From an optimization exercise on the open Yosys and OpenROAD flow, aimed at small area and a short achievable clock period; shortcuts taken in it are not production practice.
In this exercise RTL edits were held to simulation tests only and were not proved equivalent to the original.
The clock port is modelled as an ideal driver; clocking choices that lean on that would not hold on a real chip.
No activity file was given, so power comes from the tool's default toggle rates.

$ cat flow/flow/skew.tcl
# Sourced by ORFS's cts.tcl after clock_tree_synthesis (POST_CTS_TCL).
# The arbiter result registers (irq_dl_o, irq_id_o) end the longest
# register-to-register paths. Their clock is taken from the tree through a
# short chain of delay cells, so those internal paths get more of the cycle.
# Only these registers move later; no input-to-register path gains from it.
set skew_cells $::env(SKEW_CELLS)
set block [ord::get_db_block]
set dbu [$block getDbUnitsPerMicron]

# clock net name -> list of result-register CLK pins on it
set groups [dict create]
foreach net [get_nets clknet*] {
  foreach pin [get_pins -of_objects $net] {
    set cn [get_full_name [get_cells -of_objects $pin]]
    if { ([string match "irq_dl_o*" $cn] || [string match "irq_id_o*" $cn]) &&
         [get_property $pin lib_pin_name] eq "CLK" } {
      dict lappend groups [get_full_name $net] $pin
    }
  }
}

set g 0
dict for {netname pins} $groups {
  set sx 0; set sy 0
  foreach pin $pins {
    lassign [[sta::sta_to_db_inst [get_cells -of_objects $pin]] getLocation] x y
    set sx [expr {$sx + $x}]; set sy [expr {$sy + $y}]
  }
  set n [llength $pins]
  set loc [list [expr {double($sx) / $n / $dbu}] [expr {double($sy) / $n / $dbu}]]
  # Build the chain from the registers back towards the tree.
  set k 0
  foreach cell [lreverse $skew_cells] {
    set bname "skew_${g}_${k}"
    set buf [insert_buffer -buffer_cell sky130_fd_sc_hd__$cell -net [get_nets $netname] \
      -load_pins $pins -buffer_name $bname -location $loc]
    set pins [get_pins [get_full_name $buf]/A]
    incr k
  }
  puts "skew: group $g on $netname: $n registers, [llength $skew_cells] cells"
  incr g
}

log_cmd estimate_parasitics -placement
set result [catch { detailed_placement } msg]
if { $result != 0 } { error "Detailed placement failed after skew insertion: $msg" }
log_cmd estimate_parasitics -placement
repair_timing_helper
set result [catch { detailed_placement } msg]
if { $result != 0 } { error "Detailed placement failed after repair: $msg" }
check_placement -verbose
report_worst_slack -max
report_worst_slack -min
$ cat flow/design.v
package edf_ic_pkg;
    localparam logic REG_CTRL   = 1'b0;
    localparam logic REG_OFFSET = 1'b1;
    localparam int CTRL_EN_BIT   = 0;
    localparam int CTRL_MODE_BIT = 1;
    localparam int CTRL_IP_BIT   = 2;
    localparam int CTRL_BUSY_BIT = 3;
endpackage
module edf_dl_add (
    input  logic [63:0] ts,
    input  logic [31:0] off,
    output logic [63:0] dl
);
    logic [31:0] g [6];
    logic [31:0] p [6];
    logic [31:0] a [6];
    assign g[0] = ts[31:0] & off;
    assign p[0] = ts[31:0] ^ off;
    assign a[0] = ts[63:32];
    for (genvar l = 0; l < 5; l++) begin : g_lvl
        for (genvar i = 0; i < 32; i++) begin : g_bit
            if (((i >> l) & 1) == 1) begin : g_cmb
                localparam int J = ((i >> l) << l) - 1;
                assign g[l+1][i] = g[l][i] | (p[l][i] & g[l][J]);
                assign p[l+1][i] = p[l][i] & p[l][J];
                assign a[l+1][i] = a[l][i] & a[l][J];
            end else begin : g_pass
                assign g[l+1][i] = g[l][i];
                assign p[l+1][i] = p[l][i];
                assign a[l+1][i] = a[l][i];
            end
        end
    end
    logic [31:0] c_lo;
    logic [31:0] inc;
    assign c_lo = {g[5][30:0], 1'b0};
    assign inc  = {a[5][30:0], 1'b1} & {32{g[5][31]}};
    assign dl   = {ts[63:32] ^ inc, (ts[31:0] ^ off) ^ c_lo};
endmodule
module edf_lt64 (
    input  logic [63:0] x,
    input  logic [63:0] y,
    output logic        lt
);
    logic [63:0] l [7];
    logic [63:0] e [7];
    assign l[0] = ~x & y;
    assign e[0] = ~(x ^ y);
    for (genvar k = 0; k < 6; k++) begin : g_lvl
        localparam int N = 64 >> (k + 1);
        for (genvar i = 0; i < N; i++) begin : g_node
            assign l[k+1][i] = l[k][2*i+1] | (e[k][2*i+1] & l[k][2*i]);
            assign e[k+1][i] = e[k][2*i+1] & e[k][2*i];
        end
        for (genvar i = N; i < 64; i++) begin : g_zero
            assign l[k+1][i] = 1'b0;
            assign e[k+1][i] = 1'b0;
        end
    end
    assign lt = l[6][0];
endmodule
module edf_gateway_array
#(
    parameter int NumIrq   = 8,
    parameter int TsWidth  = 64,
    parameter int OffWidth = 32,
    parameter int IdWidth  = (NumIrq > 1) ? $clog2(NumIrq) : 1
) (
    input  logic               clk_i,
    input  logic               rst_ni,
    input  logic [63:0]        mtime_i,
    input  logic [NumIrq-1:0]  irq_i,
    input  logic               claim_i,
    input  logic [IdWidth-1:0] claim_id_i,
    input  logic               complete_i,
    input  logic [IdWidth-1:0] complete_id_i,
    input  logic               cfg_req_i,
    input  logic               cfg_we_i,
    input  logic [IdWidth:0]   cfg_addr_i,
    input  logic [31:0]        cfg_wdata_i,
    output logic [31:0]        cfg_rdata_o,
    output logic               irq_o,
    output logic [IdWidth-1:0] irq_id_o,
    output logic [TsWidth-1:0] irq_dl_o,
    output logic [NumIrq-1:0]  ip_o
);
    logic [7:0]  en_q, mode_q, ip_q, busy_q, prev_q;
    logic [31:0] off_q [8];
    logic [63:0] ts_q  [8];
    logic [63:0] dl    [8];
    logic [2:0]  cfg_ch;
    logic        cfg_wr;
    assign cfg_ch = cfg_addr_i[3:1];
    assign cfg_wr = cfg_req_i & cfg_we_i;
    for (genvar c = 0; c < 8; c++) begin : g_chan
        logic wr_sel, ctrl_we, off_we, claim_sel, complete_hit;
        logic req, acc_raw, claim_hit, accept;
        assign wr_sel       = cfg_wr & (cfg_ch == 3'(c));
        assign ctrl_we      = wr_sel & ~cfg_addr_i[0];
        assign off_we       = wr_sel &  cfg_addr_i[0];
        assign claim_sel    = claim_i & (claim_id_i == 3'(c));
        assign complete_hit = complete_i & (complete_id_i == 3'(c));
        assign req       = mode_q[c] ? (irq_i[c] & ~prev_q[c]) : irq_i[c];
        assign acc_raw   = req & en_q[c] & ~ip_q[c] & ~busy_q[c];
        assign claim_hit = claim_sel & (ip_q[c] | acc_raw);
        assign accept    = acc_raw & ~claim_hit & ~complete_hit;
        always_ff @(posedge clk_i or negedge rst_ni) begin
            if (!rst_ni) begin
                prev_q[c] <= 1'b0;
                en_q[c]   <= 1'b0;
                mode_q[c] <= 1'b0;
                off_q[c]  <= '0;
                ip_q[c]   <= 1'b0;
                busy_q[c] <= 1'b0;
            end else begin
                prev_q[c] <= irq_i[c];
                if (ctrl_we) begin
                    en_q[c]   <= cfg_wdata_i[edf_ic_pkg::CTRL_EN_BIT];
                    mode_q[c] <= cfg_wdata_i[edf_ic_pkg::CTRL_MODE_BIT];
                end
                if (off_we) off_q[c] <= cfg_wdata_i;
                if (accept) ip_q[c] <= 1'b1;
                if (claim_hit) begin
                    ip_q[c]   <= 1'b0;
                    busy_q[c] <= 1'b1;
                end
                if (complete_hit) busy_q[c] <= 1'b0;
                if (ctrl_we && !cfg_wdata_i[edf_ic_pkg::CTRL_EN_BIT]) ip_q[c] <= 1'b0;
            end
        end
        always_ff @(posedge clk_i) begin
            if (!ip_q[c]) ts_q[c] <= mtime_i;
        end
        edf_dl_add u_add (.ts(ts_q[c]), .off(off_q[c]), .dl(dl[c]));
    end
    logic [31:0] rd_word;
    always_comb begin
        if (cfg_addr_i[0]) rd_word = off_q[cfg_ch];
        else               rd_word = {28'b0, busy_q[cfg_ch], ip_q[cfg_ch],
                                      mode_q[cfg_ch], en_q[cfg_ch]};
    end
    always_ff @(posedge clk_i or negedge rst_ni) begin
        if (!rst_ni)        cfg_rdata_o <= '0;
        else if (cfg_req_i) cfg_rdata_o <= rd_word;
    end
    logic [3:0]  pv;
    logic [3:0]  pid;
    logic [63:0] pdl [4];
    for (genvar k = 0; k < 4; k++) begin : g_pair
        logic lt, sel;
        edf_lt64 u_lt (.x(dl[2*k+1]), .y(dl[2*k]), .lt(lt));
        assign sel    = ip_q[2*k+1] & (~ip_q[2*k] | lt);
        assign pv[k]  = ip_q[2*k] | ip_q[2*k+1];
        assign pid[k] = sel;
        assign pdl[k] = sel ? dl[2*k+1] : dl[2*k];
    end
    logic [3:0] b [4];
    logic [3:0] w;
    for (genvar j = 0; j < 4; j++) begin : g_j
        for (genvar i = 0; i < 4; i++) begin : g_i
            if (j > i) begin : g_cmp
                logic lt;
                edf_lt64 u_lt (.x(pdl[j]), .y(pdl[i]), .lt(lt));
                assign b[j][i] = pv[j] & (~pv[i] | lt);
            end else begin : g_none
                assign b[j][i] = 1'b0;
            end
        end
    end
    assign w[0] = pv[0] & ~b[1][0] & ~b[2][0] & ~b[3][0];
    assign w[1] = b[1][0] & ~b[2][1] & ~b[3][1];
    assign w[2] = b[2][0] & b[2][1] & ~b[3][2];
    assign w[3] = b[3][0] & b[3][1] & b[3][2];
    logic [2:0]  win_id;
    logic [63:0] win_dl;
    assign win_id = {w[3] | w[2], w[3] | w[1],
                     |(w & pid)};
    assign win_dl = ({64{w[0]}} & pdl[0]) | ({64{w[1]}} & pdl[1]) |
                    ({64{w[2]}} & pdl[2]) | ({64{w[3]}} & pdl[3]);
    always_ff @(posedge clk_i or negedge rst_ni) begin
        if (!rst_ni) begin
            irq_o    <= 1'b0;
            irq_id_o <= '0;
            irq_dl_o <= '0;
            ip_o     <= '0;
        end else begin
            irq_o    <= |pv;
            irq_id_o <= win_id;
            irq_dl_o <= win_dl;
            ip_o     <= ip_q;
        end
    end
endmodule
$ cat flow/flow/run.sh
#!/bin/bash
# Standard layout (the standard flow's config.mk and SDC, unchanged; standard synthesis)
# with these changes:
# - repair_timing aims for extra setup slack, and sizing may change a cell's
#   footprint;
# - the port buffers are plain buffers instead of the delay cells that
#   buffer_ports picks on its own;
# - after CTS, flow/skew.tcl delays the clock of the arbiter result
#   registers (internal useful skew) and then runs the post-CTS repair.
set -euo pipefail
export SKEW_CELLS="clkdlybuf4s50_1 clkbuf_4"
bash standard.sh SETUP_SLACK_MARGIN=17 HOLD_SLACK_MARGIN=0.1 MATCH_CELL_FOOTPRINT=0 \
  "BUFFER_PORTS_ARGS=-buffer_cell sky130_fd_sc_hd__buf_2" \
  SKIP_CTS_REPAIR_TIMING=1 POST_CTS_TCL=$PWD/flow/skew.tcl finish > standard.log 2>&1
$ cat flow/constraint.sdc
create_clock -name core_clock -period 24.0 [get_ports {clk_i}]
set_input_delay 4.8000 -clock core_clock [delete_from_list [all_inputs] [get_ports {clk_i}]]
set_output_delay 4.8000 -clock core_clock [all_outputs]
set_load 0.01 [all_outputs]
$ cat flow/config.mk
export PLATFORM = sky130hd
export DESIGN_NAME = edf_gateway_array
export DESIGN_NICKNAME = edf_gateway_array
export VERILOG_FILES = /design/flow/design.v
export SDC_FILE = /design/flow/constraint.sdc
export NUM_CORES = 4
export LEC_CHECK = 0
export ABC_AREA = 1
export CAP_MARGIN = 20
export CORE_MARGIN = 2
export CORE_UTILIZATION = 55
export SLEW_MARGIN = 20
export SYNTH_HIERARCHICAL = 1
$ cat flow/standard.sh
#!/bin/bash
# synth_recipe.tcl (not shown) runs the flow's synth.tcl, then flattens the netlist and writes it again
# the make line also repeats each setting of config.mk as NAME=value (left out here)
make -C /OpenROAD-flow-scripts/flow DESIGN_CONFIG=/design/flow/config.mk WORK_HOME=/design/flow/orfs CLKGATE_MAP_FILE= SYNTH_SCRIPT=/design/flow/synth_recipe.tcl "${@:-finish}"
==> results of run 1 <==
placed cells by master (no fill, tap or decap), types with 74 or more instances in the layout:
cell type and count:
o21ai_1 175, inv_1 2037, buf_4 90, buf_2 225, o21ai_0 442, nor2_1 811
clkbuf_16 136, nand4_1 74, ha_1 880, dfrtp_1 404, edfxtp_1 512, nand3_1 668
a21oi_1 498, nand2_1 2970, nor3_1 74, inv_2 76
area by class of cell, without the clock buffers:
cell class | instances | area, sq um
fill | 12407 | 51100
sequential | 916 | 25500
antenna | 5 | 12.5
inverter | 2123 | 7990
timing repair buffer | 385 | 3280
clock inverter | 68 | 821
multi-input combinational | 7351 | 42900
tap | 1794 | 2240
per-layer routing:
layer / GRT usage / up-vias
met2: 0.602 / 3653
met3: 0.0710 / 776
met4: 0.200 / 10
li1: - / 34387
met5: 0 / -
met1: 0.500 / 34030
stage by stage:
stage	hold WS, ns	std cells	setup WS [ns]
global route	0.201	12828	16.83
floorplan	0.371	10618	18.00
global placement	0.425	12439	14.99
detailed placement	0.419	12439	14.94
finish	0.139	12832	16.94
tightest hold or removal path: cells and delay by family, from the launching register on:
family	cells	cell delay (ns)
simple gates	5	0.36
flops	1	0.34
compound gates	1	0.11
how the worst max path moves through the flow:
stage                                        from                  endpoint  slack, ns  cells after the start
final                        ts_q[7][0]$_DFFE_PN_     irq_id_o[0]$_DFF_PN0_      16.94                     45
after global routing      off_q[7][5]$_DFFE_PN0P_    irq_dl_o[27]$_DFF_PN0_      16.83                     44
after global placement    off_q[4][0]$_DFFE_PN0P_    irq_dl_o[36]$_DFF_PN0_      14.99                     41
after detailed placement  off_q[4][0]$_DFFE_PN0P_    irq_dl_o[36]$_DFF_PN0_      14.94                     41
after floorplan                     cfg_addr_i[2]  off_q[0][10]$_DFFE_PN0P_      18.00                      8
per-module statistics from Yosys (local to each module, per instance):
module	times used	flip-flops and latches
edf_gateway_array	1	916
edf_dl_add	8	0
edf_lt64	10	0
flip-flops by register name (all words and copies together), names as in the netlist:
name	count
busy_q	8
cfg_rdata_o	32
en_q	8
ip_o	8
ip_q	8
irq_dl_o	64
irq_id_o	3
irq_o	1
mode_q	8
off_q	256
prev_q	8
ts_q	512
report_power, final:
part | total, uW | internal, uW | switching (uW)
Clock | 1940 | 1150 | 786
Sequential | 2390 | 2090 | 293
Combinational | 7560 | 2420 | 5140
kinds of logic after synthesis:
family,Yosys count,synth area share
XOR/XNOR,104,0.0120
AND/OR/NAND/NOR,4934,0.278
AO/OA/AOI/OAI,1360,0.0942
buffers and inverters,2378,0.125
adder cells (fa/ha/maj),926,0.156
flip-flops,916,0.335
==> summary.txt, run 1 <==
- Number of synthesized flops with an enable pin: 512
- Layout cell share with drive strength beyond 1: 0.101
- Worst reg-to-reg setup slack: 16.94 ns
- Final hold vios: 0
- P&R area growth vs syn: 13.3%
- Initial core utilization: 0.554
- Post-placement cell area: 78,500 sq um
- CTS tree: built
- Fmax: 142 MHz
- Clock latency on the worst-skew pair: 1.41 ns
- Critical path required time: 25.20 ns
- Initial antenna violation count: 21
- Post-DP HPWL: 203 mm
- Cell Area, Synth: 76,100 sq um
- Library cells used by synthesis: 47
- Die X: 376 microns
- RSZ-0062 raised after global routing: yes
- Syn Area/Cell: 7.17 sq um
- Hold depth: 6
- CTS sink count: 916
- Post-DRT Antenna Nets: 0
- FF-to-FF End: irq_id_o[0]$_DFF_PN0_
- # IOs: 228
- Most common flop cell mapped by yosys: edfxtp_1
- Synth Net Count: 11,664
- Worst vdd ir: 0.0000930 V
- Setup TNS: 0 ns
- Syn Inst Count: 10,618
- Post-synthesis sequential area ratio: 0.335
- Max Cap Violations: 0
- Setup-failing EPs final: 0
- GR Overflow Total: 0
- Hold Path Sink: irq_dl_o[63]$_DFF_PN0_
- Ys async rst share: 0.441
- Met2 wire length: 128 mm
- Worst-margin pin slew: 1.12 ns
- Depth of the worst register-to-register path: 45
- Die height: 376 microns
- DR pass1 iterations: 6
- Max-slew violation count: 0
- Hold Startpoint: ts_q[1][63]$_DFFE_PN_
- Via count: 72,856
- Crit path top cell by count: nand2_1
- Final min period: 7.06 ns
- Die area: 141,000 sq um
- Outcome: no timing/DRC/antenna violations
- Row Count: 136
- Largest net degree at the start of global routing: 154
- Synth top area cells: edfxtp_1, nand2_1, ha_1
- YS warnings: 23
- DRT iter0 DRCs: 7,702
- CP top delay family: simple AND/OR/NAND/NOR gates
- Top routing layer used: met5
- CP Class: reg2reg
- Max_slew headroom: 0.247
- Worst path max stage delay: 0.38 ns
- Overall power: 11,900 uW
- PD cells: 138 nW/um^2
- Global-route wire length before repair: 404 mm
- Clock skew: 0.704 ns
- Lkg Pwr: 0.0471 uW
- IO buf count: 227
- Core footprint: 137,000 sq um
- Crit path buffers/inverters: 9
- Setup crit end kind: flip-flop
- Most frequent cell after synthesis: nand2_1
- #FFs+latches synth: 916
- Vias in the first global route: 67,076
- CP Launch Type: flip-flop
- Routed length per instance: 23.0 microns
- Top cells by count, synth: nand2_1, inv_1, ha_1
- Met1 WL: 115 mm
- Detailed Route WL: 295 mm
- GPL Wtd Cong: 0.954
- RR Startpoint: ts_q[7][0]$_DFFE_PN_
- Worst hold path type: reg2reg
- Post-DR vias/cell: 5.68
- CP Max Fanout: 16
- Fin crit share: 0.294
- CP arrival: 8.26 ns
- DRC: 0
- Met3 wire length: 30.2 mm
- Final core occ: 0.628
- Nets: 11,984
- Cell area after layout: 86,200 sq um
- Slowest CP cell: edfxtp_1
- Synth area leader: edfxtp_1
- Total Routing Usage GR: 0.382
- Worst-path clk slew: 0.06 ns
- Share of the synthesized area in the top cell type: 0.202
==> inputs of run 2 (changes only) <==
--- a/flow/config.mk
+++ b/flow/config.mk
@@ -10,3 +10,3 @@
 export CORE_MARGIN = 2
-export CORE_UTILIZATION = 55
+export CORE_UTILIZATION = 68
 export SLEW_MARGIN = 20
==> run 2 against run 1 <==
Cell area is 1.3% lower. Critical path type unchanged. Utilization is 14 points higher. Largest power group unchanged. Combinational power is 1% lower. Critical endpoint is now irq_dl_o[10]$_DFF_PN0_. Still clean on timing, DRC and antenna.
==> summary.txt, run 2 <==
- Outcome: no timing/DRC/antenna violations
- Cell area after layout: 85,100 sq um
- PD cells: 138 nW/um^2
- Max_slew headroom: 0.165
- Lkg Pwr: 0.0468 uW
- Initial core utilization: 0.687
- CP Class: reg2reg
- Most frequent cell after synthesis: nand2_1
- Setup crit end kind: flip-flop
- Die height: 338 microns
- Initial antenna violation count: 19
- Slowest CP cell: dfrtp_1
- # IOs: 228
- Via count: 75,441
- Switching share of total power: 0.523
- Setup-failing EPs final: 0
- Clock power frac: 0.162
- Worst-margin pin slew: 1.25 ns
- Detailed Route WL: 283 mm
- Most common cell after layout, fill and taps aside: nand2_1
- Library cells used by synthesis: 47
- Share of the synthesized area in the top cell type: 0.202
- Nets: 11,964
- GPL Wtd Cong: 1.02
- GR Overflow Total: 0
- RSZ-0062 raised after global routing: no
- CTS tree: built
- Total Routing Usage GR: 0.451
- CTS sink count: 916
- Worst hold path type: reg2reg
- Combinational Power Share: 0.635
- Synth Area in XOR/XNOR: 0.0120
- CP arrival: 8.30 ns
- CP Launch Type: flip-flop
- Syn Area/Cell: 7.17 sq um
- DRT iter0 DRCs: 9,160
- IO buf count: 227
- Number of synthesized flops with an enable pin: 512
- Largest Register: ts_q
- Int Pwr: 5620 uW
- Cell Area, Synth: 76,100 sq um
- #FFs+latches synth: 916
- Row Count: 122
- Overall power: 11,800 uW
- Multi-input gate area: 42,700 sq um
- DRC: 0
- Busiest grt layer: met2
- Global-route wire length before repair: 396 mm
- Post-DP HPWL: 192 mm
- Die area: 115,000 sq um
- Vias in the first global route: 70,815
- Setup TNS: 0 ns
- Layout cell share with drive strength beyond 1: 0.0943
- Compound-Gate Fraction of Synth Area: 0.0942
- Clock latency on the worst-skew pair: 1.37 ns
- Post-synthesis sequential area ratio: 0.335
- Flop pwr share: 0.204
- YS warnings: 23
- Crit path top cell by count: nand2_1
- Max reg flops: 512
- Top cells by count, synth: nand2_1, inv_1, ha_1
- Commonest cells after routing, fill and taps aside: nand2_1, inv_1, ha_1, nor2_1, nand3_1
- Syn Inst Count: 10,618
- Post-placement cell area: 78,100 sq um
- Worst reg-to-reg setup slack: 16.88 ns
- Routed length per instance: 22.6 microns
- Largest regs: ts_q (512), off_q (256), irq_dl_o (64)
- Largest family of logic cells by synthesized area: simple AND/OR/NAND/NOR gates
- Register area: 25,500 sq um
- CP Max Fanout: 20
- Critical path required time: 25.18 ns
- Worst vdd ir: 0.0000928 V
- Post-DR vias/cell: 6.03
- Fin crit share: 0.297
- DR pass1 iterations: 9
- Worst-path clk slew: 0.10 ns
- Net Sw Power: 6160 uW
- Core footprint: 111,000 sq um
- Filler cells: 8,289
- Post-DRT Antenna Nets: 0
- M3 GR Usage: 0.127
- Die X: 338 microns
- Mux share of post-synthesis cell area: 0
- Final hold vios: 0
- Clock skew: 0.683 ns
- P&R area growth vs syn: 11.9%
- Largest net degree at the start of global routing: 120
- Synth area leader: edfxtp_1
- Max Cap Violations: 0
- Met2 usage: 0.698
- Ys async rst share: 0.441
- Post-synthesis adder-cell area fraction: 0.156
- Final min period: 7.12 ns
- Synth Area in Simple Gates: 0.278
- Max-slew violation count: 0
- Worst path max stage delay: 0.41 ns
- Synth Net Count: 11,664
- Fmax: 140 MHz
- Most common flop cell mapped by yosys: edfxtp_1
- Synth top area cells: edfxtp_1, nand2_1, ha_1
- Met1 Usage GRT: 0.540
- Final core occ: 0.768
==> run 2: worst max-delay path: cells and delay by family (launching register included) <==
family	cells	cell delay [ns]
flip-flops	1	0.41
buffers and inverters	9	1.31
adder cells (fa/ha/maj)	5	1.54
AND/OR/NAND/NOR	20	3.07
AO/OA/AOI/OAI	5	1.15
==> run 2: cells by family (layout without fill, tap and decap cells) <==
family,Yosys count,after routing
AO/OA/AOI/OAI,1360,1362
XOR/XNOR,104,104
adder cells (fa/ha/maj),926,926
buffers and inverters,2378,2740
flip-flops,916,916
other,0,9
AND/OR/NAND/NOR,4934,4958
==> run 2: metrics by stage <==
step / instances / hold slack, ns / worst slack [ns]
2_1_floorplan: 10618 / 0.371 / 18.00
3_3_place_gp: 12131 / 0.407 / 14.71
3_5_place_dp: 12131 / 0.397 / 14.59
5_1_grt: 12497 / 0.247 / 16.87
6_report: 12503 / 0.204 / 16.88
==> run 2: cell type report, without the clock buffers <==
class | instances | share of cell area
timing repair buffer | 372 | 0.0344
sequential | 916 | 0.299
clock inverter | 65 | 0.0103
antenna | 9 | 0.000265
multi-input combinational | 7350 | 0.501
inverter | 2123 | 0.0937
tap | 1488 | 0.0219
==> run 2: path summary, 6_finish.rpt <==
path / start / cells after the start / to
max: off_q[7][0]$_DFFE_PN0P_ / 39 / irq_dl_o[10]$_DFF_PN0_
min: ts_q[3][62]$_DFFE_PN_ / 6 / irq_dl_o[62]$_DFF_PN0_
max reg2reg: off_q[7][0]$_DFFE_PN0P_ / 39 / irq_dl_o[10]$_DFF_PN0_
min reg2reg: ts_q[3][62]$_DFFE_PN_ / 6 / irq_dl_o[62]$_DFF_PN0_
max in group asynchronous: rst_ni / 2 / irq_o$_DFF_PN0_
min in group asynchronous: rst_ni / 1 / en_q[1]$_DFFE_PN0P_
==> run 2: per-module statistics from Yosys (local to each module, per instance) <==
module             times used  flops+latches
edf_gateway_array           1            916
edf_dl_add                  8              0
edf_lt64                   10              0
==> run 2: power by group through the flow <==
stage / Clock [uW] / Sequential (uW) / Combinational, uW
final: 1910 / 2400 / 7470
after global routing: 1960 / 2410 / 8140
after detailed placement: 0 / 2400 / 6310
after global placement: 0 / 2380 / 6080
after floorplan: 0 / 2310 / 4450
==> run 2: per-layer routing <==
| metal | up-vias | routed length, microns |
|---|---|---|
| met3 | 1357 | 37600 |
| met2 | 5046 | 120000 |
| met1 | 34673 | 97400 |
| met4 | 14 | 27900 |
| li1 | 34351 | - |
| met5 | - | 84 |
==> inputs of run 3 (changes only) <==
--- a/flow/config.mk
+++ b/flow/config.mk
@@ -10,3 +10,3 @@
 export CORE_MARGIN = 2
-export CORE_UTILIZATION = 68
+export CORE_UTILIZATION = 62
 export SLEW_MARGIN = 20
==> run 3 against run 2 <==
Highest routed layer is now met4. Still clean. Critical path type is now in2reg. Worst hold slack got worse by 0.0067 ns. Cell count up 0.97%. Cell area up 0.29%. Sequential cell count unchanged. Maximum frequency increased by 2.6%. Largest cell class unchanged. Combinational power shrank 0.8%. Register-to-register slack improved by 0.20 ns.
==> summary.txt, run 3 <==
- Most common flop cell mapped by yosys: edfxtp_1
- Final core occ: 0.701
- Die X: 354 microns
- GPL Wtd Cong: 0.984
- Worst reg-to-reg setup slack: 17.08 ns
- DRC: 0
- Clock skew: 0.673 ns
- GR Overflow Total: 0
- CP arrival: 7.64 ns
- WP depth: 10
- Syn Area/Cell: 7.17 sq um
- Synth top area cells: edfxtp_1, nand2_1, ha_1
- Most frequent cell after synthesis: nand2_1
- Synth area leader: edfxtp_1
- Core footprint: 122,000 sq um
- Worst hold path type: reg2reg
- Setup-failing EPs final: 0
- PD cells: 137 nW/um^2
- Worst-margin pin slew: 1.09 ns
- Post-DRT Antenna Nets: 0
- WHS: 0.198 ns
- Detailed Route WL: 278 mm
- Largest regs: ts_q (512), off_q (256), irq_dl_o (64)
- Die area: 126,000 sq um
- Via count: 73,264
- Row Count: 128
- Outcome: no timing/DRC/antenna violations
- Syn Inst Count: 10,618
- Number of synthesized flops with an enable pin: 512
- Post-DR vias/cell: 5.80
- Die height: 354 microns
- Clock latency on the worst-skew pair: 1.38 ns
- Global-route wire length before repair: 399 mm
- Share of the synthesized area in the top cell type: 0.202
- Commonest cells after routing, fill and taps aside: nand2_1, inv_1, ha_1, nor2_1, nand3_1
- DR pass1 iterations: 12
- Ys async rst share: 0.441
- Lkg Pwr: 0.0469 uW
- Depth of the worst register-to-register path: 45
- Max reg flops: 512
- Nets: 11,950
- Hold Path Sink: irq_dl_o[39]$_DFF_PN0_
- Max_slew headroom: 0.273
- # IOs: 228
- Overall power: 11,700 uW
- Most common cell after layout, fill and taps aside: nand2_1
- Worst path max stage delay: 0.49 ns
- Routed length per instance: 22.0 microns
- Final hold vios: 0
- CTS tree: built
- Layout cell share with drive strength beyond 1: 0.0946
- Worst-path clk slew: 0.06 ns
- CP Launch Type: input pin
- Total Routing Usage GR: 0.420
- Critical path required time: 24.70 ns
- YS warnings: 23
- Vias in the first global route: 68,462
- Worst path cell trace: buf_4 -> inv_2 -> buf_4 -> nor2_4 -> buf_4 -> nand2_1 -> and3_1 -> nand3b_1 -> nand2_1 -> nand2_1
- IO buf count: 227
- Largest net degree at the start of global routing: 137
- DRT iter0 DRCs: 8,616
- Setup crit end kind: flip-flop
- RR Startpoint: ts_q[0][0]$_DFFE_PN_
- P&R area growth vs syn: 12.2%
- Cell Area, Synth: 76,100 sq um
- Max Cap Violations: 0
- Top cells by count, synth: nand2_1, inv_1, ha_1
- Hold depth: 6
- Max-slew violation count: 0
- Final min period: 6.94 ns
- RSZ-0062 raised after global routing: yes
- Synth Net Count: 11,664
- Slowest CP cell: buf_4
- Filler cells: 10,082
- CP top delay family: buffers and inverters
- Setup TNS: 0 ns
- CTS sink count: 916
- Post-synthesis sequential area ratio: 0.335
- Crit path buffers/inverters: 4
- Worst vdd ir: 0.0000830 V
- Post-DP HPWL: 194 mm
- #FFs+latches synth: 916
- FF-to-FF End: irq_dl_o[44]$_DFF_PN0_
- Fin crit share: 0.289
- Initial core utilization: 0.625
- CP Max Fanout: 41
- Largest Register: ts_q
- Library cells used by synthesis: 47
- CP Class: in2reg
- Initial antenna violation count: 12
- Fmax: 144 MHz
- Hold Startpoint: ts_q[1][39]$_DFFE_PN_
==> run 3: cell count changes in the layout (fill, tap and decap cells not counted), moves of 10 or more <==
cell | before | now
buf_4 | 86 | 71
inv_1 | 2040 | 2027
inv_2 | 75 | 88
o21ai_0 | 488 | 475
o21ai_2 | 34 | 45
clkbuf_8 | 7 | 17
==> run 3: tightest hold or removal path: cells and delay by family (launching register included) <==
kind / cells / cell delay (ns)
AOI/OAI and AO/OA: 1 / 0.09
DFF: 1 / 0.34
and+or+nand+nor: 5 / 0.34
==> run 3: final cells by class, without the clock buffers <==
type | instances | area (sq um) | area share
flip-flops and latches | 916 | 25500 | 0.299
repair buffers | 363 | 3030 | 0.0355
diodes | 5 | 12.5 | 0.000147
well taps | 1625 | 2030 | 0.0238
inverters | 2123 | 7980 | 0.0935
multi-input cells | 7344 | 42600 | 0.499
clock inverters | 59 | 790 | 0.00925
==> run 3: stage by stage <==
step / area, sq um / worst slack (ns) / cells
floorplan: 76100 / 18.00 / 10618
global placement: 78200 / 14.51 / 12263
detailed placement: 78200 / 14.37 / 12263
global route: 85400 / 16.86 / 12621
finish: 85400 / 17.06 / 12624
==> run 3: power breakdown <==
group          internal (uW)  total, uW  switching (uW)
Combinational           2400       7410            5000
Clock                   1130       1910             774
Sequential              2090       2390             292
Total                   5630      11700            6070
==> run 3: per-module statistics from Yosys (local to each module, per instance) <==
module / flops+latches / cells
edf_lt64: 0 / 261
edf_gateway_array: 916 / 3872
edf_dl_add: 0 / 517
==> run 3: how the worst max path moves through the flow <==
| stage | end | slack (ns) | start |
|---|---|---|---|
| 3_5_place_dp | irq_id_o[0]$_DFF_PN0_ | 14.37 | off_q[3][0]$_DFFE_PN0P_ |
| 5_1_grt | irq_dl_o[10]$_DFF_PN0_ | 16.86 | off_q[1][0]$_DFFE_PN0P_ |
| 2_1_floorplan | off_q[0][10]$_DFFE_PN0P_ | 18.00 | cfg_addr_i[2] |
| 6_report | cfg_rdata_o[31]$_DFFE_PN0P_ | 17.06 | cfg_addr_i[3] |
| 3_3_place_gp | irq_id_o[0]$_DFF_PN0_ | 14.51 | off_q[3][0]$_DFFE_PN0P_ |
==> run 3: cells by family (layout without fill, tap and decap cells) <==
family / Yosys count / in the layout / synth area share
adder cells (fa/ha/maj): 926 / 926 / 0.156
flip-flops: 916 / 916 / 0.335
AND/OR/NAND/NOR: 4934 / 4952 / 0.278
buffers and inverters: 2378 / 2734 / 0.125
other: 0 / 5 / 0
AO/OA/AOI/OAI: 1360 / 1362 / 0.0942
XOR/XNOR: 104 / 104 / 0.0120
==> run 3: routing by layer <==
layer	wire length [microns]	vias up	track usage
met3	32600	928	0.0997
met1	104000	34032	0.529
li1	-	34320	-
met5	0	-	0
met4	20500	0	0.252
met2	121000	3984	0.659
==> inputs of run 4 (changes only) <==
==> flow/flow/run.sh (replaced) <==
#!/bin/bash
# Standard layout (the standard flow's config.mk and SDC, unchanged) with these changes:
# - synthesis leaves full and half adders to abc as plain gates (the adder
#   cells are added to DONT_USE_CELLS); registers are untouched;
# - repair_timing aims for extra setup slack, and sizing may change a cell's
#   footprint;
# - the port buffers are plain buffers instead of the delay cells that
#   buffer_ports picks on its own;
# - after CTS, flow/skew.tcl delays the clock of the arbiter result
#   registers (internal useful skew) and then runs the post-CTS repair.
set -euo pipefail
# The platform's own DONT_USE_CELLS (sky130hd config.mk), then the adder cells.
DU="sky130_fd_sc_hd__probe_p_8 \
sky130_fd_sc_hd__probec_p_8 \
sky130_fd_sc_hd__lpflow_bleeder_1 \
sky130_fd_sc_hd__lpflow_clkbufkapwr_1 \
sky130_fd_sc_hd__lpflow_clkbufkapwr_16 \
sky130_fd_sc_hd__lpflow_clkbufkapwr_2 \
sky130_fd_sc_hd__lpflow_clkbufkapwr_4 \
sky130_fd_sc_hd__lpflow_clkbufkapwr_8 \
sky130_fd_sc_hd__lpflow_clkinvkapwr_1 \
sky130_fd_sc_hd__lpflow_clkinvkapwr_16 \
sky130_fd_sc_hd__lpflow_clkinvkapwr_2 \
sky130_fd_sc_hd__lpflow_clkinvkapwr_4 \
sky130_fd_sc_hd__lpflow_clkinvkapwr_8 \
sky130_fd_sc_hd__lpflow_decapkapwr_12 \
sky130_fd_sc_hd__lpflow_decapkapwr_3 \
sky130_fd_sc_hd__lpflow_decapkapwr_4 \
sky130_fd_sc_hd__lpflow_decapkapwr_6 \
sky130_fd_sc_hd__lpflow_decapkapwr_8 \
sky130_fd_sc_hd__lpflow_inputiso0n_1 \
sky130_fd_sc_hd__lpflow_inputiso0p_1 \
sky130_fd_sc_hd__lpflow_inputiso1n_1 \
sky130_fd_sc_hd__lpflow_inputiso1p_1 \
sky130_fd_sc_hd__lpflow_inputisolatch_1 \
sky130_fd_sc_hd__lpflow_isobufsrc_1 \
sky130_fd_sc_hd__lpflow_isobufsrc_16 \
sky130_fd_sc_hd__lpflow_isobufsrc_2 \
sky130_fd_sc_hd__lpflow_isobufsrc_4 \
sky130_fd_sc_hd__lpflow_isobufsrc_8 \
sky130_fd_sc_hd__lpflow_isobufsrckapwr_16 \
sky130_fd_sc_hd__lpflow_lsbuf_lh_hl_isowell_tap_1 \
sky130_fd_sc_hd__lpflow_lsbuf_lh_hl_isowell_tap_2 \
sky130_fd_sc_hd__lpflow_lsbuf_lh_hl_isowell_tap_4 \
sky130_fd_sc_hd__lpflow_lsbuf_lh_isowell_4 \
sky130_fd_sc_hd__lpflow_lsbuf_lh_isowell_tap_1 \
sky130_fd_sc_hd__lpflow_lsbuf_lh_isowell_tap_2 \
sky130_fd_sc_hd__lpflow_lsbuf_lh_isowell_tap_4"
export SKEW_CELLS="dlygate4sd3_1 clkdlybuf4s50_1 clkbuf_4"
bash standard.sh SETUP_SLACK_MARGIN=17 MATCH_CELL_FOOTPRINT=0 \
  "DONT_USE_CELLS=$DU sky130_fd_sc_hd__fa_* sky130_fd_sc_hd__ha_*" \
  "BUFFER_PORTS_ARGS=-buffer_cell sky130_fd_sc_hd__buf_2" \
  SKIP_CTS_REPAIR_TIMING=1 POST_CTS_TCL=$PWD/flow/skew.tcl finish > standard.log 2>&1
--- a/flow/config.mk
+++ b/flow/config.mk
@@ -7,6 +7,5 @@
 export LEC_CHECK = 0
-export ABC_AREA = 1
 export CAP_MARGIN = 20
 export CORE_MARGIN = 2
-export CORE_UTILIZATION = 62
+export CORE_UTILIZATION = 55
 export SLEW_MARGIN = 20
==> run 4 against run 3 <==
The layout now fails its checks (negative hold slack). Maximum frequency is 14% lower. First-iteration DRC count is 8.0% higher. Clock skew rose by 0.58 ns. Via count is 7.6% lower. Setup slack lost 1.1 ns. Utilization shrank 1.3 points. Clock power decreased by 3%. Cell area is 3.1% higher. Critical path type is now reg2reg. Largest power group unchanged. Highest routed layer is now met5.
==> summary.txt, run 4 <==
- Flop pwr share: 0.186
- Fail Reasons: negative hold slack
- Combinational Power Share: 0.692
- Setup-failing EPs final: 0
- Post-synthesis sequential area ratio: 0.358
- Lkg Pwr: 0.0353 uW
- Row Count: 131
- Filler cells: 9,952
- Fin crit share: 0.337
- Most common cell after layout, fill and taps aside: xnor2_1
- #FFs+latches synth: 916
- Die height: 364 microns
- Commonest cells after routing, fill and taps aside: xnor2_1, inv_1, edfxtp_1, nand2_1, dfrtp_1
- Largest regs: ts_q (512), off_q (256), irq_dl_o (64)
- Synth Net Count: 7,546
- Int Pwr: 7490 uW
- Number of synthesized flops with an enable pin: 512
- Worst path max stage delay: 0.82 ns
- Max Cap Violations: 0
- Total Routing Usage GR: 0.457
- Cell Area, Synth: 71,100 sq um
- Die area: 132,000 sq um
- Via count: 67,687
- P&R area growth vs syn: 23.8%
- # IOs: 228
- Synth Area in XOR/XNOR: 0.130
- Final min period: 8.09 ns
- WHS: -0.0156 ns
- Post-placement cell area: 73,500 sq um
- Max_slew headroom: 0.0376
- Vias in the first global route: 64,417
- Largest family of logic cells by synthesized area: compound AO/OA/AOI/OAI gates
- Cell area after layout: 88,000 sq um
- Mux share of post-synthesis cell area: 0.0645
- DRT iter0 DRCs: 9,303
- CP arrival: 9.95 ns
- Fmax: 124 MHz
- IO buf count: 227
- Clock latency on the worst-skew pair: 1.97 ns
- CP Launch Type: flip-flop
- Final hold vios: 2
- Synth area leader: edfxtp_1
- Syn Inst Count: 7,426
- Post-DR vias/cell: 6.77
- Outcome: failed layout checks
- Post-synthesis adder-cell area fraction: 0.0303
- Final core occ: 0.688
- Core footprint: 128,000 sq um
- Post-DRT Antenna Nets: 0
- Ys async rst share: 0.441
- CTS tree: built
- Compound-Gate Fraction of Synth Area: 0.185
- Top cells by count, synth: xnor2_1, inv_1, edfxtp_1
- Max reg flops: 512
- Post-DP HPWL: 208 mm
- Most common flop cell mapped by yosys: edfxtp_1
- Slowest CP cell: a2111oi_4
- Clock skew: 1.25 ns
- Synth top area cells: edfxtp_1, dfrtp_1, xnor2_1
- YS warnings: 23
- Initial core utilization: 0.556
- GPL Wtd Cong: 1.04
- Critical path required time: 25.86 ns
- DRC: 0
- Worst hold path type: reg2reg
- Switching share of total power: 0.508
- Worst vdd ir: 0.000118 V
- Share of the synthesized area in the top cell type: 0.216
- Syn Area/Cell: 9.57 sq um
- Largest Register: ts_q
- Library cells used by synthesis: 95
- Net Sw Power: 7730 uW
- Setup crit end kind: flip-flop
- DR pass1 iterations: 9
- Multi-input gate area: 45,900 sq um
- Register area: 25,500 sq um
- Worst-path clk slew: 0.06 ns
- Layout cell share with drive strength beyond 1: 0.240
- Die X: 364 microns
- CP Class: reg2reg
- Setup TNS: 0 ns
- Most frequent cell after synthesis: xnor2_1
- Clock power frac: 0.122
- PD cells: 173 nW/um^2
- Nets: 8,357
- Worst-margin pin slew: 1.44 ns
- Routed length per instance: 31.1 microns
- CTS sink count: 916
- CP Max Fanout: 8
- Overall power: 15,200 uW
- Max-slew violation count: 0
- RSZ-0062 raised after global routing: yes
- Global-route wire length before repair: 440 mm
- Largest net degree at the start of global routing: 101
- Synth Area in Simple Gates: 0.185
- Detailed Route WL: 311 mm
- GR Overflow Total: 0
- Initial antenna violation count: 30
-- run 4: cell count changes in the layout (fill, tap and decap cells not counted), sizes merged, moves of 246 or more --
cell / change
a21oi: -281
and3: +246
inv: -1575
dlygate4sd3: +326
mux2: +286
xor2: +294
o21ai: -288
xnor2: +654
nand3: -521
nand2: -2671
nor2: -593
ha: -886
-- run 4: layout make-up, without the clock buffers --
class,instances,area share
multi-input combinational,5730,0.522
sequential,916,0.290
antenna,16,0.000455
inverter,545,0.0234
timing repair buffer,877,0.0931
tap,1662,0.0236
clock inverter,59,0.00687
-- run 4: Yosys stat by module, one instance, submodules excluded --
module             times used  cells inside  cell area, sq um  flip-flops and latches
edf_dl_add                  8           315              2220                       0
edf_gateway_array           1          2806             39300                     916
edf_lt64                   10           210              1410                       0
-- run 4: metal layers --
metal,GRT usage,part of all wire,wire length (microns),vias up
met5,0,0.00025,78,-
met4,0.312,0.081,25100,12
met3,0.130,0.12,38300,1266
met2,0.674,0.42,131000,4629
met1,0.581,0.37,116000,32978
li1,-,-,-,28802
-- run 4: cells by family (layout without fill, tap and decap cells) --
logic type | Yosys count | after routing
buffers and inverters | 792 | 1681
xor gates and xnor gates | 1052 | 1052
muxes | 396 | 396
DFF | 916 | 916
adders and majority gates | 212 | 212
and+or+nand+nor | 2292 | 2302
other | 0 | 16
AOI/OAI and AO/OA | 1766 | 1768
-- run 4: final timing paths --
check	from	end	slack, ns	cells past startpoint
setup reg to reg	off_q[7][6]$_DFFE_PN0P_	irq_dl_o[8]$_DFF_PN0_	15.91	38
setup / recovery	off_q[7][6]$_DFFE_PN0P_	irq_dl_o[8]$_DFF_PN0_	15.91	38
hold reg to reg	ts_q[5][26]$_DFFE_PN_	irq_dl_o[26]$_DFF_PN0_	-0.02	5
max in group asynchronous	rst_ni	ip_q[1]$_DFFE_PN0P_	17.33	4
hold / removal	ts_q[5][26]$_DFFE_PN_	irq_dl_o[26]$_DFF_PN0_	-0.02	5
min in group asynchronous	rst_ni	irq_dl_o[14]$_DFF_PN0_	3.55	2
-- run 4: metrics by stage --
step           worst slack (ns)  instances
3_5_place_dp              12.44       9125
2_1_floorplan             17.00       7426
6_report                  15.91      10005
3_3_place_gp              12.49       9125
5_1_grt                   15.91       9989
-- run 4: power by group through the flow --
stage	Clock, uW	Combinational [uW]	Sequential (uW)
6_report	1850	10500	2830
5_1_grt	1930	11000	2860
3_3_place_gp	0	7700	2800
3_5_place_dp	0	7780	2820
2_1_floorplan	0	5520	2610
-- run 4: worst max-delay path: cells and delay by family, from the launching register on --
family                 cells  cell delay [ns]
AO/OA/AOI/OAI             19             4.39
XOR/XNOR                   2             0.45
buffers and inverters     10             1.64
flip-flops                 1             0.54
AND/OR/NAND/NOR            7             2.08
==> inputs of run 5 (changes only) <==
--- a/flow/flow/run.sh
+++ b/flow/flow/run.sh
@@ -48,3 +48,3 @@
 sky130_fd_sc_hd__lpflow_lsbuf_lh_isowell_tap_4"
-export SKEW_CELLS="dlygate4sd3_1 clkdlybuf4s50_1 clkbuf_4"
+export SKEW_CELLS="clkdlybuf4s50_1 clkbuf_4"
 bash standard.sh SETUP_SLACK_MARGIN=17 MATCH_CELL_FOOTPRINT=0 \
--- a/flow/config.mk
+++ b/flow/config.mk
@@ -7,2 +7,3 @@
 export LEC_CHECK = 0
+export ABC_AREA = 1
 export CAP_MARGIN = 20
==> run 5 against run 4 <==
Now clean on timing, DRC and antenna. Critical endpoint is now irq_dl_o[15]. Sequential cell count unchanged. Register-to-register slack improved by 1.1 ns. Cell area decreased by 1.1%. Largest cell class unchanged. Via count increased by 22%.
==> summary.txt, run 5 <==
- Worst-path clk slew: 0.10 ns
- Post-DRT Antenna Nets: 0
- PD cells: 131 nW/um^2
- Post-DP HPWL: 219 mm
- Max-slew violation count: 0
- Detailed Route WL: 305 mm
- Top cells by count, synth: nand2_1, inv_1, nor2_1
- Syn Inst Count: 12,874
- Slowest CP cell: dfrtp_1
- Worst vdd ir: 0.0000957 V
- Synth area leader: nand2_1
- Outcome: no timing/DRC/antenna violations
- CTS tree: built
- Worst-margin pin slew: 1.13 ns
- Worst hold path type: reg2reg
- GR Overflow Total: 0
- Largest family of logic cells by synthesized area: simple AND/OR/NAND/NOR gates
- WP depth: 1
- Mux share of post-synthesis cell area: 0
- Setup crit end kind: output port
- Core footprint: 142,000 sq um
- Largest Register: ts_q
- Routed length per instance: 20.2 microns
- Nets: 13,251
- Final min period: 7.01 ns
- Max reg flops: 512
- #FFs+latches synth: 916
- Post-synthesis sequential area ratio: 0.325
- Vias in the first global route: 73,804
- Compound-Gate Fraction of Synth Area: 0.0868
- Post-synthesis adder-cell area fraction: 0
- Worst path max stage delay: 0.57 ns
- Ys async rst share: 0.441
- Share of the synthesized area in the top cell type: 0.220
- Synth Net Count: 12,994
- Net Sw Power: 6150 uW
- Clock skew: 0.721 ns
- Library cells used by synthesis: 54
- Total Routing Usage GR: 0.393
- Fmax: 143 MHz
- Die area: 146,000 sq um
- DRC: 0
- # IOs: 228
- Final hold vios: 0
- DRT iter0 DRCs: 9,964
- Setup TNS: 0 ns
- Fin crit share: 0.292
- Hold depth: 6
- DR pass1 iterations: 10
- Layout cell share with drive strength beyond 1: 0.0928
- Switching share of total power: 0.540
- Most common flop cell mapped by yosys: edfxtp_1
- Register area: 25,500 sq um
- IO buf count: 227
- Via count: 82,870
- Number of synthesized flops with an enable pin: 512
- Post-DR vias/cell: 5.48
- Crit path buffers/inverters: 1
- Largest net degree at the start of global routing: 137
- Setup-failing EPs final: 0
- Commonest cells after routing, fill and taps aside: nand2_1, inv_1, nor2_1, nand3_1, o21ai_0
- Most frequent cell after synthesis: nand2_1
- CP arrival: 2.21 ns
- Initial antenna violation count: 26
- RSZ-0062 raised after global routing: no
- Final Worst Setup Slack: 16.99 ns
- GPL Wtd Cong: 0.965
- CP Max Fanout: 2
- Global-route wire length before repair: 433 mm
- Lkg Pwr: 0.0487 uW
- P&R area growth vs syn: 10.9%
- Synth Area in Simple Gates: 0.417
- Most common cell after layout, fill and taps aside: nand2_1
- Worst path cell trace: buf_2
- Multi-input gate area: 43,100 sq um
- Synth Area in XOR/XNOR: 0.0329
- Die X: 382 microns
- CP Class: reg2out
- Max Cap Violations: 0
- Filler cells: 13,393
- Critical path required time: 19.20 ns
- Synth top area cells: nand2_1, edfxtp_1, dfrtp_1
- Clock latency on the worst-skew pair: 1.41 ns
- Flop pwr share: 0.211
- Cell Area, Synth: 78,500 sq um
- Row Count: 138
- Syn Area/Cell: 6.09 sq um
- Die height: 382 microns
- YS warnings: 23
- Initial core utilization: 0.554
- Int Pwr: 5240 uW
- Largest regs: ts_q (512), off_q (256), irq_dl_o (64)
- Setup WS pre-CTS: 14.87 ns
- CP top delay family: flip-flops
- Clock power frac: 0.165
- Max_slew headroom: 0.244
- CTS sink count: 916
- Depth of the worst register-to-register path: 44
- CP Launch Type: flip-flop
- Combinational Power Share: 0.624
## run 5: cell count changes after synthesis, sizes merged, moves of 246 or more
cell   delta
nor2   +1287
xnor2   -478
inv    +1954
o21ai   +362
mux2    -286
nand2  +4329
xor2    -286
nand3   +623
and3    -246
## run 5: per-stage QoR
stage	util	cells	hold WS (ns)	instance area, sq um	total power [uW]
2_1_floorplan	-	12874	0.371	78500	6810
3_3_place_gp	0.572	14785	0.430	81000	8580
3_5_place_dp	0.572	14785	0.419	81000	8730
5_1_grt	0.615	15115	0.250	87000	12200
6_report	0.615	15120	0.195	87100	11400
## run 5: per-layer routing
metal,track usage,share of wire,vias to the layer above
met5,0,0.00012,-
met4,0.182,0.056,6
met3,0.0885,0.12,807
met2,0.607,0.43,4347
met1,0.523,0.39,37739
li1,-,-,39971
## run 5: Yosys stat by module (local to each module, per instance)
module / flops+latches / cells inside
edf_lt64: 0 / 425
edf_dl_add: 0 / 594
edf_gateway_array: 916 / 3872
## run 5: cell type report, without the clock buffers
cell class | count | area share
sequential | 916 | 0.293
timing repair buffer | 329 | 0.0291
multi-input combinational | 9225 | 0.495
antenna | 6 | 0.000172
inverter | 2499 | 0.108
tap | 1890 | 0.0272
clock inverter | 51 | 0.00647
## run 5: kinds of logic after synthesis
family	count (synthesis)
AO/OA/AOI/OAI	1264
XOR/XNOR	288
buffers and inverters	2754
AND/OR/NAND/NOR	7652
flip-flops	916
## run 5: power by group through the flow
stage	Sequential (uW)	Clock [uW]	Combinational [uW]
floorplan	2330	0	4480
global placement	2410	0	6170
detailed placement	2420	0	6310
global route	2440	1950	7770
finish	2410	1880	7110
## run 5: final timing paths
| check | from | end | slack [ns] |
|---|---|---|---|
| hold / removal | ts_q[7][51]$_DFFE_PN_ | irq_dl_o[51]$_DFF_PN0_ | 0.20 |
| setup / recovery | irq_dl_o[15]$_DFF_PN0_ | irq_dl_o[15] | 16.99 |
| hold reg to reg | ts_q[7][51]$_DFFE_PN_ | irq_dl_o[51]$_DFF_PN0_ | 0.20 |
| max in group asynchronous | rst_ni | irq_o$_DFF_PN0_ | 17.61 |
| setup reg to reg | off_q[0][13]$_DFFE_PN0P_ | irq_dl_o[19]$_DFF_PN0_ | 17.05 |
| min in group asynchronous | rst_ni | irq_dl_o[10]$_DFF_PN0_ | 3.59 |

[afterwards: timing with drivers on the ports]
No port has a modelled driver above. Below, the same layouts with a new extraction and two added sets of constraints. Step 1 sets driving cells, clkbuf_16 on the clock port and buf_2 on the other inputs (assumed; they add their load-dependent delay and slew). Step 2, shift: input delay + t, output delay - t, t = (earliest + latest rising clock arrival at the registers) / 2. This alone moves slack from input paths to output paths. a / b / c = ideal / step 1 / step 2; a / b = the first two.
| run | t (ns) | setup slack, ns | hold slack, ns | latest minus earliest clock arrival (ns) | pins driven straight from the clock port |
|---|---|---|---|---|---|
| run 1 | 1.149 | 16.943 / 16.943 / 16.011 | 0.138 / 0.138 / 0.138 | 0.704 / 0.704 | 1 |
| run 2 | 1.114 | 16.882 / 16.882 / 15.907 | 0.204 / 0.204 / 0.204 | 0.683 / 0.682 | 1 |
| run 3 | 1.129 | 17.061 / 17.012 / 15.958 | 0.198 / 0.198 / 0.198 | 0.673 / 0.673 | 1 |
| run 4 | 1.429 | 15.913 / 15.913 / 15.615 | -0.016 / -0.016 / -0.016 | 1.254 / 1.253 | 1 |
| run 5 | 1.143 | 16.995 / 16.905 / 15.977 | 0.195 / 0.195 / 0.195 | 0.721 / 0.721 | 1 |
In every run listed the clock reaches the registers at very different times; t lies between them, and the last value is a rough guide only. The setup slack of run 3, which loses most, moves by -0.049 ns with the drivers and by -1.103 ns with both steps.
